Context: an optimization exercise on an open-source flow, tuned for small area, a short achievable clock period and few clock cycles. The choices shown serve that exercise and are no tape-out recipe. No functional check of the RTL was part of any run shown here. Power and IR drop assume default switching activity.

**flow/flow/run.sh**
```bash
#!/bin/bash
# The standard layout (the standard.sh) with extra ORFS settings:
# BUFFER_PORTS_ARGS="-buffer_cell sky130_fd_sc_hd__buf_1"
# make's full output goes to standard.log; each ORFS step keeps its own log under orfs/logs.
set -euo pipefail
bash standard.sh BUFFER_PORTS_ARGS="-buffer_cell sky130_fd_sc_hd__buf_1" finish > standard.log 2>&1
```
**flow/standard.sh**
```bash
#!/bin/bash
# synth_recipe.tcl (not shown) runs the flow's synth.tcl, then flattens the netlist and writes it again
# the make line also repeats each setting of config.mk as NAME=value (left out here)
make -C /OpenROAD-flow-scripts/flow DESIGN_CONFIG=/design/flow/config.mk WORK_HOME=/design/flow/orfs CLKGATE_MAP_FILE= SYNTH_SCRIPT=/design/flow/synth_recipe.tcl "${@:-finish}"
```
**flow/config.mk**
```make
export PLATFORM = sky130hd
export DESIGN_NAME = link_framer_top
export DESIGN_NICKNAME = link_framer_top
export VERILOG_FILES = /design/flow/design.v
export SDC_FILE = /design/flow/constraint.sdc
export NUM_CORES = 4
export LEC_CHECK = 0
export CAP_MARGIN = 20
export CORE_AREA = 3 3 61 61
export CTS_BUF_LIST = sky130_fd_sc_hd__clkbuf_1
export DIE_AREA = 0 0 64 64
export SETUP_SLACK_MARGIN = 1.9
export SLEW_MARGIN = 20
```
**flow/constraint.sdc**
```tcl
create_clock -name core_clock -period 4.5 [get_ports {aclk}]
set_input_delay 0.9000 -clock core_clock [delete_from_list [all_inputs] [get_ports {aclk}]]
set_output_delay 0.9000 -clock core_clock [all_outputs]
set_load 0.01 [all_outputs]
```
**flow/design.v**
```verilog
`default_nettype none
package framing_pkg;
  localparam logic [7:0] start_byte  = 8'h7D;
  localparam logic [7:0] stop_byte   = 8'h7E;
  localparam logic [7:0] escape_byte = 8'h7F;
endpackage
`default_nettype wire
`timescale 1ns/1ps
`default_nettype none
import framing_pkg::*;
module link_framer_top (
  input  logic       aclk,
  input  logic       aresetn,
  input  logic       in_tvalid,
  output logic       in_tready,
  input  logic [7:0] in_tdata,
  input  logic       in_tlast,
  output logic       out_tvalid,
  input  logic       out_tready,
  output logic [7:0] out_tdata,
  output logic       out_tlast
);
  logic body;
  logic b;
  logic fresh;
  logic at_stop;
  logic at_start;
  logic esc_now;
  assign fresh    = body && b;
  assign at_stop  = !body && b;
  assign at_start = !body && !b;
  assign esc_now = fresh && (in_tdata[7:2] == 6'b011111) && (in_tdata[1:0] != 2'b00);
  assign out_tvalid     = in_tvalid || at_stop;
  assign out_tlast      = at_stop;
  assign out_tdata[7]   = body && in_tdata[7];
  assign out_tdata[6:2] = in_tdata[6:2] | {5{!body}};
  assign out_tdata[1]   = body ? (in_tdata[1] || esc_now) : at_stop;
  assign out_tdata[0]   = body ? (in_tdata[0] || esc_now) : at_start;
  assign in_tready = out_tready && body && !esc_now;
  always_ff @(posedge aclk or negedge aresetn) begin
    if (!aresetn) begin
      body <= 1'b0;
      b    <= 1'b0;
    end else if (body) begin
      body <= !(in_tvalid && in_tlast && in_tready);
      b    <= b ? (!in_tvalid || !out_tready || in_tready) : (in_tvalid && out_tready);
    end else if (b) begin
      b <= !out_tready;
    end else begin
      body <= in_tvalid && out_tready;
      b    <= in_tvalid && out_tready;
    end
  end
endmodule
`default_nettype wire
```
==> metrics.cfg, run 1 <==
[run_status]
status = complete, no violations

[setup_path]
endpoint_kind = primary output
worstPathArrival_ns = 1.81
path_buf_inv = 3
crit_path_start_kind = input pin
path_depth = 6
slowest_delay_ns = 0.41
crit_type = in -> out
path_cells = buf_1, nand4_1, or3_4, buf_4, nand3_2, buf_6
r2r_slack_ns = 3.12
worstPathRequired_ns = 3.60
crit_slowest_cell = or3_4
crit_start = in_tdata[3]
critPathTopFamily = simple AND/OR/NAND/NOR gates
ff2ff_path_depth = 5
r2r_start = b
cp_max_fo = 4

[global_route]
grt_pass1_vias = 304
grt_max_degree = 13
antenna_found_initial = 0
grt_use_total_pct = 4.31
grt_overflow_total = 0
grt_first_pass_wirelength_mm = 1.26

[final_layout]
antenna_cells = 0
final_common_cell = buf_1
fin_util_pct = 13.0
fin_nets = 71
layout_common_cells = buf_1, nand2b_1, buf_4, inv_1, clkbuf_1
syn_to_final_growth_pct = 104
drive_gt1_share_pct = 21.4

[routing]
drt-pass1-iter-count = 4
routed_wl_um = 828
dr.first_iter.drc_count = 15
via_count = 310
drt.antenna.violating_nets = 0
viasPerCell = 3.10
drc = 0
wire_per_inst_um = 8.28

[pwr]
comb_power_share_pct = 58.0
seqPwrFrac_pct = 27.1
power_frac_clock_pct = 14.9
p_per_area_mw_per_mm2 = 336
p_leak_uw = 0.000160
design_power_total_uw = 137
irDropWorstVdd_uv = 40.1
power.internal_uw = 73.4
p_sw_uw = 63.8
switching_share_pct = 46.5

[sta]
hold_viol = 0
fmax_mhz = 370
worst_clock_skew_ns = 0.00318
period_needed_ns = 2.71
tightest_slew_ns = 0.349
setup_viol = 0
drv_slew = 0
slew_headroom_pct = 76.7
fin_setup_tns_ns = 0
fin_crit_sh_pct = 60.1
rsz0062_at_grt = true

[floorplanning]
core_region_area_sq_mm = 0.00313
initial_utilization_pct = 6.40
die_h_um = 64
pin_count = 24
dieArea_sq_mm = 0.00410
std_cell_rows = 20
die_width_um = 64

[yosys]
synth_cells = 27
yosysSeqAreaShare_pct = 25.0
synthTopCellsByArea = dfrtp_1, nand2b_1, and2_1, inv_1, or3_4
yosysTopAreaCellShare_pct = 25.0
yosysUniqueCellTypes = 17
syn_area_sq_um = 200
ys_seq_elements = 2
yosysTopAreaCell = dfrtp_1
syn_avg_cell_area_sq_um = 7.41
ys_warn_count = 1
syn_nets = 40

[flow_run]
maxCapViolCount = 0

[clock_tree]
cts_root_buffer = clkbuf_1
cts_buffer_depth = 2
h-tree-depth = 1
clkLatencyLatePin_ns = 0.20
path_clk_slew_ns = 0.05
cts_tree = done
numCtsBuffers = 3
clock_sinks = 2

[placed_design]
hpwlAfterDp_um = 589
place_congestion = 0.651
port_buffers = 23

[worst_hold_path]
hold_path_class = in -> async

==> cells by family (layout without fill, tap and decap cells) <==
| kind of cell | Yosys count | in the layout | synth area share, % |
|---|---|---|---|
| AND/OR/NAND/NOR | 16 | 16 | 50.0 |
| buffers and inverters | 4 | 33 | 7.50 |
| AO/OA/AOI/OAI | 5 | 5 | 17.5 |
| flip-flops | 2 | 2 | 25.0 |
==> state kept, by name, indices dropped and copies added, names as in the netlist <==
name and flops:
b 1, body 1
==> worst register-to-register path, delay by kind of cell (launching register included) <==
kind                   cells  cell delay [ns]
buffers and inverters      2             0.27
and+or+nand+nor            2             0.44
DFF                        1             0.38
AOI/OAI and AO/OA          1             0.19
==> power by group through the flow <==
stage	clock [uW]	sequential, uW	combinational [uW]
2_1_floorplan	0	27.7	48.5
3_3_place_gp	0	36.4	65.2
3_5_place_dp	0	36.8	65.4
4_1_cts	23.5	36.9	78.5
5_1_grt	25.4	39.6	86.7
6_report	20.5	37.2	79.6
==> layer usage <==
metal  GRT usage [%]  share of wire, %
met3            4.92                23
met1            3.59                36
met2            5.68                41
met4            3.23                 0
met5               0                 0
==> synthesized netlist by cell type <==
master,number
a21oi_1,1
nand4_1,1
nand2_1,1
nand3b_1,1
a41oi_1,1
a32o_1,1
nor2_1,1
and3_1,1
and2_1,2
or3_4,1
inv_1,3
a31oi_1,1
nand3_1,1
nand2b_1,7
clkbuf_1,1
o21ai_0,1
dfrtp_1,2
==> layout make-up <==
cell class / instances / area [sq um]
Timing Repair Buffer: 27 / 135
Multi-Input combinational cell: 21 / 145
Fill cell: 371 / 2720
Inverter: 3 / 11.3
Tap cell: 44 / 55.1
Clock buffer: 3 / 11.3
Sequential cell: 2 / 50.0
==> metrics by stage <==
| step | cells | instance area, sq um | hold WS (ns) | setup slack (ns) |
|---|---|---|---|---|
| floorplan | 27 | 200 | 0.510 | 1.95 |
| global placement | 93 | 338 | 0.562 | 1.75 |
| detailed placement | 93 | 338 | 0.565 | 1.75 |
| CTS | 99 | 398 | 0.441 | 1.79 |
| global route | 100 | 408 | 0.414 | 1.74 |
| finish | 100 | 408 | 0.475 | 1.79 |
==> path summary, 6_finish.rpt <==
path,to
worst max-delay path,out_tdata[1]
worst min-delay path,b
worst max register to register,body
worst min register to register,b
max in group asynchronous,body
min in group core_clock,b
==> repair_timing <==
| item | CTS | global route |
|---|---|---|
| hold buffers | 0 | 0 |
| cloned | 0 | 0 |
| pin swaps | 2 | 2 |
| gates resized for setup | 7 | 2 |
| buffers inserted | 3 | 1 |
| endpoints found under the setup margin | 3 | 3 |
==> inputs of run 2 (changes only) <==
--- a/flow/config.mk
+++ b/flow/config.mk
@@ -10,4 +10,4 @@
 export CTS_BUF_LIST = sky130_fd_sc_hd__clkbuf_1
 export DIE_AREA = 0 0 64 64
-export SETUP_SLACK_MARGIN = 1.9
+export SETUP_SLACK_MARGIN = 2.05
 export SLEW_MARGIN = 20
==> run 2 against run 1 <==
Net effect:
- final cell count is 2.0% higher
- core utilization grew 1.4 points
- register-to-register slack is essentially flat
- die area stayed put
- synthesized cell count did not move
- routed wire length rose by 7.5%
- sequential power rose by 9.7%
- clock skew fell by 0.0032 ns
- clock-buffer cell count unchanged
- flip-flop and latch count unchanged
- largest cell class unchanged
- largest power group unchanged
==> metrics.cfg, run 2 <==
[run_status]
status = complete, no violations  ; unchanged

[setup_path]
endpoint_kind = primary output  ; unchanged
path_cells = buf_1, buf_4, buf_4, buf_4, buf_4, buf_4, nand2b_4, buf_6  ; was buf_1, nand4_1, or3_4, buf_4, nand3_2, buf_6
crit_path_start_kind = input pin  ; unchanged
slowest_delay_ns = 0.13  ; was 0.41 ns
worstPathRequired_ns = 3.60  ; about the same
endpoint = out_tdata[6]  ; was out_tdata[1]
ff2ff_path_depth = 4  ; was 5
crit_slowest_cell = buf_4  ; was or3_4
worstPathArrival_ns = 1.85  ; was 1.81 ns
crit_type = in -> out  ; unchanged
r2r_slack_ns = 3.11  ; was 3.12 ns
path_buf_inv = 7  ; was 3
crit_start = in_tdata[6]  ; was in_tdata[3]
timing.critical_path.mode_cell = buf_4
regToRegEndpoint = b  ; was body
critPathTopFamily = buffers and inverters  ; was simple AND/OR/NAND/NOR gates
path_depth = 8  ; was 6
cp_max_fo = 2  ; was 4
r2r_start = body  ; was b

[yosys]
syn_nets = 40  ; unchanged
yosysSeqAreaShare_pct = 25.0  ; unchanged
synthSimpleGateAreaFrac_pct = 50.0  ; unchanged
synth_top_family_by_area = simple AND/OR/NAND/NOR gates  ; unchanged
synth_compound_area_share_pct = 17.5  ; unchanged
yosysTopAreaCellShare_pct = 25.0  ; unchanged
ys_warn_count = 1  ; unchanged
synthFlopType = dfrtp_1  ; unchanged
synthMuxAreaShare_pct = 0  ; unchanged
async_reset_ff_share_pct = 100  ; unchanged
synth_edf_count = 0  ; unchanged
synthXorXnorAreaFrac_pct = 0  ; unchanged
syn_area_sq_um = 200  ; unchanged
syn_avg_cell_area_sq_um = 7.41  ; unchanged
synth_cells = 27  ; unchanged
yosysTopAreaCell = dfrtp_1  ; unchanged
synth_top_cells_by_count = nand2b_1, inv_1, and2_1, dfrtp_1  ; unchanged
synthTopCellsByArea = dfrtp_1, nand2b_1, and2_1, inv_1, or3_4  ; unchanged
yosysUniqueCellTypes = 17  ; unchanged
ys_seq_elements = 2  ; unchanged
synth.most_common_cell = nand2b_1  ; unchanged
synthAdderAreaFrac_pct = 0  ; unchanged

[global_route]
grt_overflow_total = 0  ; unchanged
antenna_found_initial = 0  ; unchanged
grt_first_pass_wirelength_mm = 1.22  ; was 1.26 mm
grt_max_degree = 13  ; unchanged
grt_use_total_pct = 4.21  ; was 4.31%
grt_pass1_vias = 302  ; was 304

[pwr]
irDropWorstVdd_uv = 46.3  ; was 40.1 uV
p_leak_uw = 0.000184  ; was 0.000160 uW
p_per_area_mw_per_mm2 = 339  ; was 336 mW/mm^2

[sta]
fin_setup_tns_ns = 0  ; unchanged
period_needed_ns = 2.75  ; was 2.71 ns
hold_viol = 0  ; unchanged
rsz0062_at_grt = true  ; unchanged
drv_slew = 0  ; unchanged
slew_headroom_pct = 69.5  ; was 76.7%
worst_clock_skew_ns = 0.0000249  ; was 0.00318 ns
setup_viol = 0  ; unchanged
tightest_slew_ns = 0.457  ; was 0.349 ns
fin_crit_sh_pct = 61.0  ; was 60.1%
fmax_mhz = 364  ; was 370 MHz

[final_layout]
fin_nets = 73  ; was 71
drive_gt1_share_pct = 29.3  ; was 21.4%
final_common_cell = buf_1  ; unchanged
fin_util_pct = 14.5  ; was 13.0%
reg_top3 = b x1, body x1  ; unchanged
antenna_cells = 0  ; unchanged
syn_to_final_growth_pct = 126  ; was 104%
layout_common_cells = buf_1, nand2b_1, buf_4  ; was buf_1, nand2b_1, buf_4, inv_1, clkbuf_1

[placed_design]
place_congestion = 0.650  ; was 0.651
port_buffers = 23  ; unchanged
hpwlAfterDp_um = 620  ; was 589 um

[routing]
drt.antenna.violating_nets = 0  ; unchanged
drc = 0  ; unchanged
wire_per_inst_um = 8.73  ; was 8.28 um
viasPerCell = 3.03  ; was 3.10
routed_wl_um = 890  ; was 828 um
via_count = 309  ; was 310
dr.first_iter.drc_count = 11  ; was 15
drt-pass1-iter-count = 4  ; unchanged

[worst_hold_path]
hold_path_class = in -> async  ; unchanged

[clock_tree]
cts_tree = done  ; unchanged
numCtsBuffers = 3  ; unchanged
cts_buffer_depth = 2  ; unchanged
clkLatencyLatePin_ns = 0.20  ; about the same
ctsHoldBuffers = 0  ; unchanged
cts_root_buffer = clkbuf_1  ; unchanged
path_clk_slew_ns = 0.05  ; about the same
clock_sinks = 2  ; unchanged
h-tree-depth = 1  ; unchanged

[floorplanning]
initial_utilization_pct = 6.40  ; unchanged
die_width_um = 64  ; unchanged
die_h_um = 64  ; unchanged
dieArea_sq_mm = 0.00410  ; unchanged
core_region_area_sq_mm = 0.00313  ; unchanged
pin_count = 24  ; unchanged
std_cell_rows = 20  ; unchanged

[flow_run]
maxCapViolCount = 0  ; unchanged

run 2: cell counts after synthesis:
Identical to the previous run, type by type.
run 2: worst min path at each step:
| stage | endpoint | slack (ns) | cells past startpoint |
|---|---|---|---|
| finish | b | 0.48 | 1 |
| floorplan | b | 0.51 | 1 |
| global placement | b | 0.56 | 1 |
| CTS | body | 0.44 | 1 |
| global route | body | 0.45 | 1 |
| detailed placement | b | 0.57 | 1 |
run 2: metrics by stage:
stage	total power, uW	hold WS (ns)	cell area [sq um]	cells	setup slack, ns
after global routing	166	0.453	453	102	1.72
after detailed placement	111	0.571	358	93	1.75
after global placement	110	0.557	358	93	1.77
after CTS	149	0.442	435	102	1.78
after floorplan	84.5	0.510	220	27	2.00
final	153	0.475	453	102	1.75
run 2: metal layers:
layer  share of wire (%)  vias to the layer above  GRT usage [%]
li1                    -                      158              -
met1                  37                      129           3.80
met2                  43                       22           5.81
met3                  20                        0           3.87
met4                   0                        0           3.23
met5                   0                        -              0
run 2: where the power goes:
group | switching, uW | total (uW) | internal (uW)
registers | 17.1 | 40.8 | 23.7
logic | 43.5 | 91.6 | 48.1
clock network | 10.1 | 21.0 | 10.9
total | 70.7 | 153 | 82.7
run 2: repair_timing:
action / 4_1_cts / 5_1_grt
setup buffers: 6 / 0
pin swaps: 2 / 1
resized for setup: 6 / 6
setup endpoints to repair: 3 / 4
run 2: cells by family (layout without fill, tap and decap cells):
kind of cell,after synthesis,count (layout)
flip-flops,2,2
buffers and inverters,4,35
AO/OA/AOI/OAI,5,5
AND/OR/NAND/NOR,16,16
run 2: layout make-up:
cell class	instances	area [sq um]
multi-input cells	21	168
repair buffers	29	158
inverters	3	11.3
flip-flops and latches	2	50.0
well taps	44	55.1
clock buffers	3	11.3
fillers	356	2680

## what the ideal ports hide
Ports are ideal in the flow. The routed layouts listed here were re-timed in OpenROAD. Step 1 assumes that a clkbuf_16 drives the clock port and a buf_2 every other input. Step 2 times the ports against the registers' clock, not the clock port: input delays grow and output delays shrink by t, the midpoint of the rising clock arrivals with the driver on. a / b / c = ideal ports / drivers / drivers and shift; a / b = the first two.
| run | t, ns | setup slack, ns | cell pins on the clock port's net |
|---|---|---|---|
| run 1 | 0.214 | 1.794 / 1.769 / 1.769 | 1 |
| run 2 | 0.221 | 1.754 / 1.732 / 1.732 | 1 |
After both steps setup and hold are still met in every run listed. For run 1, which loses most, drivers alone change the setup slack by -0.025 ns; drivers and shift together by -0.025 ns.
